This design comes from an exercise in tuning for small area and a short achievable clock period on the open sky130 flow, not from production work.
In this exercise RTL edits were held to simulation tests only and were not proved equivalent to the original.
Power figures rest on the tool's default switching activity, not on a simulated workload.

$ cat config.mk
export PLATFORM = sky130hd
export DESIGN_NAME = reg_bank_32x32
export DESIGN_NICKNAME = reg_bank_32x32
export VERILOG_FILES = /design/flow/design.v
export SDC_FILE = /design/flow/constraint.sdc
export NUM_CORES = 4
export LEC_CHECK = 0
export CAP_MARGIN = 20
export CORE_MARGIN = 2
export CORE_UTILIZATION = 40
export SLEW_MARGIN = 20
$ cat constraint.sdc
create_clock -name core_clock -period 6.0 [get_ports {clk}]
set_input_delay 1.2000 -clock core_clock [delete_from_list [all_inputs] [get_ports {clk}]]
set_output_delay 1.2000 -clock core_clock [all_outputs]
set_load 0.01 [all_outputs]
$ cat design.v
package regfile_pkg;
  localparam int unsigned DATA_W     = 32;
  localparam int unsigned ADDR_W     = 5;
  localparam int unsigned NUM_REGS   = 2 ** ADDR_W;
  localparam int unsigned WR_COUNT_W = 16;
  typedef logic [ADDR_W-1:0] reg_addr_t;
  typedef logic [DATA_W-1:0] reg_data_t;
  function automatic logic [WR_COUNT_W-1:0] sat_inc(input logic [WR_COUNT_W-1:0] val);
    logic [WR_COUNT_W-1:0] res;
    res = (&val) ? val : val + 1'b1;
    sat_inc = res;
  endfunction
endpackage
import regfile_pkg::*;
module reg_read_port
#(
  parameter int unsigned ZERO_REG = 1,
  parameter bit          BYPASS   = 1'b0
) (
  input  logic                               i_rst,
  input  logic [NUM_REGS*DATA_W-1:0]            i_regs,
  input  regfile_pkg::reg_addr_t                          i_rd_addr,
  input  logic                               i_wr_en,
  input  regfile_pkg::reg_addr_t                          i_wr_addr,
  input  regfile_pkg::reg_data_t                          i_wr_data,
  output regfile_pkg::reg_data_t                          o_rd_data
);
  regfile_pkg::reg_data_t w_mux_word;
  logic      w_is_zero_reg;
  logic      w_fwd_hit;
  assign w_mux_word    = i_regs[i_rd_addr*DATA_W +: DATA_W];
  assign w_is_zero_reg = (ZERO_REG != 0) && (i_rd_addr == '0);
  assign w_fwd_hit     = BYPASS && i_wr_en && (i_wr_addr == i_rd_addr) && !w_is_zero_reg;
  always_comb begin
    o_rd_data = w_mux_word;
    if (w_is_zero_reg) begin
      o_rd_data = '0;
    end
    if (w_fwd_hit) begin
      o_rd_data = i_wr_data;
    end
    if (i_rst) begin
      o_rd_data = '0;
    end
  end
endmodule
import regfile_pkg::*;
module reg_bank_32x32
#(
  parameter int unsigned ZERO_REG = 1
) (
  input  logic                  clk,
  input  logic                  rst,
  input  logic                  wr_en,
  input  regfile_pkg::reg_addr_t             wr_addr,
  input  regfile_pkg::reg_data_t             wr_data,
  input  regfile_pkg::reg_addr_t             rs_addr,
  input  regfile_pkg::reg_addr_t             rt_addr,
  input  regfile_pkg::reg_addr_t             dbg_addr,
  output regfile_pkg::reg_data_t             rs_data,
  output regfile_pkg::reg_data_t             rt_data,
  output regfile_pkg::reg_data_t             dbg_data,
  output logic [WR_COUNT_W-1:0] wr_count
);
  localparam bit OperandBypass = 1'b1;
  logic [NUM_REGS*DATA_W-1:0]      r_regs;
  logic [WR_COUNT_W-1:0]           r_wr_count;
  logic                            w_wr_commit;
  logic [NUM_REGS-1:0]             w_wr_sel;
  assign w_wr_commit = wr_en && !((ZERO_REG != 0) && (wr_addr == '0));
  always_comb begin
    w_wr_sel = '0;
    for (int unsigned i = 0; i < NUM_REGS; i++) begin
      w_wr_sel[i] = w_wr_commit && (wr_addr == ADDR_W'(i));
    end
  end
  for (genvar g = 0; g < NUM_REGS; g++) begin : g_reg
    always_ff @(posedge clk or posedge rst) begin
      if (rst) begin
        r_regs[g*DATA_W +: DATA_W] <= '0;
      end else if (w_wr_sel[g]) begin
        r_regs[g*DATA_W +: DATA_W] <= wr_data;
      end
    end
  end
  always_ff @(posedge clk or posedge rst) begin
    if (rst) begin
      r_wr_count <= '0;
    end else if (w_wr_commit) begin
      r_wr_count <= regfile_pkg::sat_inc(r_wr_count);
    end
  end
  assign wr_count = r_wr_count;
  reg_read_port #(
    .ZERO_REG (ZERO_REG),
    .BYPASS   (OperandBypass)
  ) u_rs_port (
    .i_rst     (rst),
    .i_regs    (r_regs),
    .i_rd_addr (rs_addr),
    .i_wr_en   (wr_en),
    .i_wr_addr (wr_addr),
    .i_wr_data (wr_data),
    .o_rd_data (rs_data)
  );
  reg_read_port #(
    .ZERO_REG (ZERO_REG),
    .BYPASS   (OperandBypass)
  ) u_rt_port (
    .i_rst     (rst),
    .i_regs    (r_regs),
    .i_rd_addr (rt_addr),
    .i_wr_en   (wr_en),
    .i_wr_addr (wr_addr),
    .i_wr_data (wr_data),
    .o_rd_data (rt_data)
  );
  reg_read_port #(
    .ZERO_REG (ZERO_REG),
    .BYPASS   (1'b0)
  ) u_dbg_port (
    .i_rst     (rst),
    .i_regs    (r_regs),
    .i_rd_addr (dbg_addr),
    .i_wr_en   (wr_en),
    .i_wr_addr (wr_addr),
    .i_wr_data (wr_data),
    .o_rd_data (dbg_data)
  );
endmodule
$ cat run.sh
#!/bin/bash
# synth_recipe.tcl (not shown) runs the flow's synth.tcl, then flattens the netlist and writes it again
# the make line also repeats each setting of config.mk as NAME=value (left out here)
make -C /OpenROAD-flow-scripts/flow DESIGN_CONFIG=/design/flow/config.mk WORK_HOME=/design/flow/orfs CLKGATE_MAP_FILE= SYNTH_SCRIPT=/design/flow/synth_recipe.tcl finish
==> impl_metrics.csv <==
group,metric,value,unit
cells_and_area,layout_commonest_cell,"mux2_2",
setup_path,start_kind,"input port",
drt,vias,46717,
global_route,grt_antenna_before_repair,4,
cells_and_area,layout.nets,4950,
drt,routed_wl,228,mm
yosys,yosys_most_used_dff,"dfrtp_1",
clock_network,cts_tree,"yes",
clock_network,ctsResizeCount,0,
placement,place_congestion,0.860,
clock_network,cts-root-buf,"clkbuf_16",
global_route,grt_pass1_vias,46860,
floorplan,dieArea,0.166,mm2
clock_network,postCtsSetupBuffers,0,
hold_path,hp-class,"reg -> reg",
sta,grt_setup_unrepaired,"false",
drt,wl_per_cell,31.8,um
clock_network,clock_sinks,1040,
cells_and_area,final_cells,7171,
run,drv_cap,0,
global_route,grt_pass1_wl,332,mm
power_and_ir_drop,p_comb_share,24.9,%
setup_path,end_kind,"output pin",
yosys,yosysSeqAreaShare,39.9,%
power_and_ir_drop,power_switching,6.99,mW
placement,placedCellCount,6949,
clock_network,path_clk_slew,0.06,ns
sta,fmax,186,MHz
cells_and_area,drive_gt1_share,41.2,%
power_and_ir_drop,ir_drop,0.000254,V
sta,finalCritPeriodShare,89.8,%
clock_network,cts_inserted_buffers,118,
yosys,syn_avg_cell_area,13.1,um2
setup_path,crit_type,"in -> out",
floorplan,start_util,40.2,%
setup_path,crit_arrival,4.19,ns
cells_and_area,mostFrequentLayoutCells,"mux2_2 (1171), dfrtp_1 (1040), mux2i_1 (768)",
setup_path,cp_max_fo,54,
global_route,overflow,0,
sta,report.final.hold_viol_count,0,
power_and_ir_drop,p_sw_share,30.3,%
sta,min_period,5.39,ns
setup_path,r2r-end,"r_wr_count[3]",
drt,drt_iter0_drc,5172,
floorplan,die_x,408,um
setup_path,reg2reg_slack,3.94,ns
yosys,ys_async_sr_fraction,100,%
floorplan,design.portCount,167,
setup_path,startpoint,"rs_addr[1]",
sta,final-setup-viol-count,0,
yosys,ys_seq_elements,1040,
floorplan,rows,148,
drt,drc,0,
placement,post-dp-hpwl,140,mm
sta,max_slew_margin,23.8,%
floorplan,die_y,408,um
yosys,syn_nets,5028,
yosys,synthCells,4972,
yosys,synth_warnings,3,
setup_path,cp.required,4.80,ns
drt,vias_per_cell,6.51,
floorplan,core_area,0.162,mm2
yosys,ys_types,46,
global_route,grt_max_degree,179,
clock_network,insertion_delay,0.75,ns
yosys,synth_area,0.0652,mm2
status,status,"no timing/DRC/antenna violations",
sta,worstMarginPinSlew,1.14,ns
setup_path,rr_worst_depth,6,
power_and_ir_drop,p_clk_share,33.1,%
setup_path,crit_end,"rs_data[22]",
power_and_ir_drop,p_seq_share,42.0,%
power_and_ir_drop,total_power,23.1,mW
power_and_ir_drop,power.density,313,mW/mm2
power_and_ir_drop,leakagePower,31.8,nW
clock_network,htreeDepth,3,
sta,worst_clock_skew,0.00374,ns
sta,slew_violations,0,
yosys,synth_edf_count,0,
placement,portBuffers,166,
drt,dr.pass1.iters,6,
clock_network,cts_hold_buf,0,
global_route,gr-usage-all-layers,26.9,%
drt,drtAntennaViolNets,0,
power_and_ir_drop,p_int,16.1,mW
setup_path,r2r-start,"r_wr_count[0]",
sta,fin_setup_tns,0,ns
cells_and_area,area_growth,13.0,%
cells_and_area,nFillCells,14708,
cells_and_area,num_antenna_cells,0,
clock_network,cts_buffer_depth,3,
==> kinds of logic after synthesis <==
group / Yosys count / synth area share, %
flip-flops: 1040 / 39.9
AO/OA/AOI/OAI: 776 / 8.60
AND/OR/NAND/NOR: 207 / 1.56
multiplexers: 2337 / 45.5
buffers and inverters: 586 / 4.10
adder cells (fa/ha/maj): 1 / 0.0192
XOR/XNOR: 25 / 0.336
==> synthesized netlist by cell type, types with 6 or more instances <==
cell type | number | area share, %
nand3_1 | 6 | 0.046
nand2_1 | 83 | 0.48
mux2i_1 | 768 | 12
mux4_2 | 384 | 13
o211ai_1 | 64 | 0.74
buf_1 | 46 | 0.26
mux2_2 | 1171 | 20
a22oi_1 | 258 | 3.0
mux2_1 | 14 | 0.24
dfrtp_1 | 1040 | 40
xor2_1 | 8 | 0.11
buf_4 | 42 | 0.48
xnor2_1 | 17 | 0.23
nand4_1 | 10 | 0.096
a22o_1 | 32 | 0.43
buf_2 | 254 | 1.9
nor2_1 | 21 | 0.12
o22ai_1 | 94 | 0.90
a32o_1 | 64 | 0.98
clkbuf_1 | 241 | 1.4
nor3_1 | 39 | 0.30
a221o_1 | 62 | 0.95
nand2b_1 | 9 | 0.086
a21oi_1 | 194 | 1.5
nor2b_1 | 15 | 0.14
==> worst min path at each step <==
stage,from,to,depth (start not counted)
final,r_regs[8],r_regs[8],0
after global routing,r_regs[25],r_regs[25],0
after CTS,r_regs[8],r_regs[8],0
after detailed placement,r_regs[8],r_regs[8],0
after global placement,r_regs[6],r_regs[6],0
after floorplan,r_regs[0],r_regs[0],1
==> worst max-delay path, stage by stage <==
cell,delay [ns]
buf_8,0.38
and2_4,0.64
buf_4,0.49
a22oi_1,0.18
a21oi_1,0.22
a21oi_1,0.07
a32o_1,0.36
clkdlybuf4s50_1,0.51
==> power by group through the flow <==
stage | registers [mW] | clock network, mW | logic, mW
floorplan | 9.38 | 0 | 4.31
global placement | 9.66 | 0 | 5.63
detailed placement | 9.74 | 0 | 5.72
CTS | 9.62 | 7.79 | 5.73
global route | 9.87 | 8.08 | 6.14
finish | 9.69 | 7.65 | 5.74
==> flip-flops by register name, summed over array words and instances (netlist names) <==
signal	flops
r_regs	1024
r_wr_count	16
==> area by class of cell <==
class	instances	area (um2)	area share [%]
clock buffer	173	3520	4.78
clock inverter	49	568	0.771
inverter	3	15.0	0.0204
multi-input combinational	3346	36900	50.0
sequential	1040	26000	35.3
tap	2175	2720	3.69
timing repair buffer	385	3970	5.39
==> routing by layer <==
| layer | GRT usage, % | vias up | part of all wire [%] |
|---|---|---|---|
| met3 | 6.34 | 416 | 8.9 |
| li1 | - | 19260 | - |
| met1 | 38.4 | 24896 | 44 |
| met4 | 8.33 | 0 | 3.0 |
| met5 | 0 | - | 0 |
| met2 | 40.3 | 2145 | 44 |
==> stage by stage <==
step	hold WS (ns)	utilization (%)	instance area, um2	setup slack, ns
final	0.422	45.4	73700	0.610
after global routing	0.430	45.4	73700	0.521
after CTS	0.419	45.4	73700	0.666
after detailed placement	0.406	42.9	69600	0.664
after global placement	0.404	42.9	69600	0.680
after floorplan	0.466	-	65200	-12.22

## static timing again, ports no longer ideal
The results above use ideal ports. As a check the final layout listed here was re-extracted and re-timed, cells and wires unchanged.
Step 1 sets driving cells, clkbuf_16 on the clock port and buf_2 on the other inputs (assumed; they add their load-dependent delay and slew).
Step 2, shift: input delay + t, output delay - t, t = (earliest + latest rising clock arrival at the registers) / 2. This alone moves slack from input paths to output paths.
Slacks: no drivers / after step 1 / after step 2; pairs: no drivers / after step 1.
t (ns): 0.834
setup slack, ns: 0.610 / 0.559 / 0.559
worst register clock-pin slew, ns: 0.07 / 0.07
After both steps setup and hold are still met in this run. For this run, drivers alone change the setup slack by -0.051 ns; drivers and shift together by -0.051 ns.
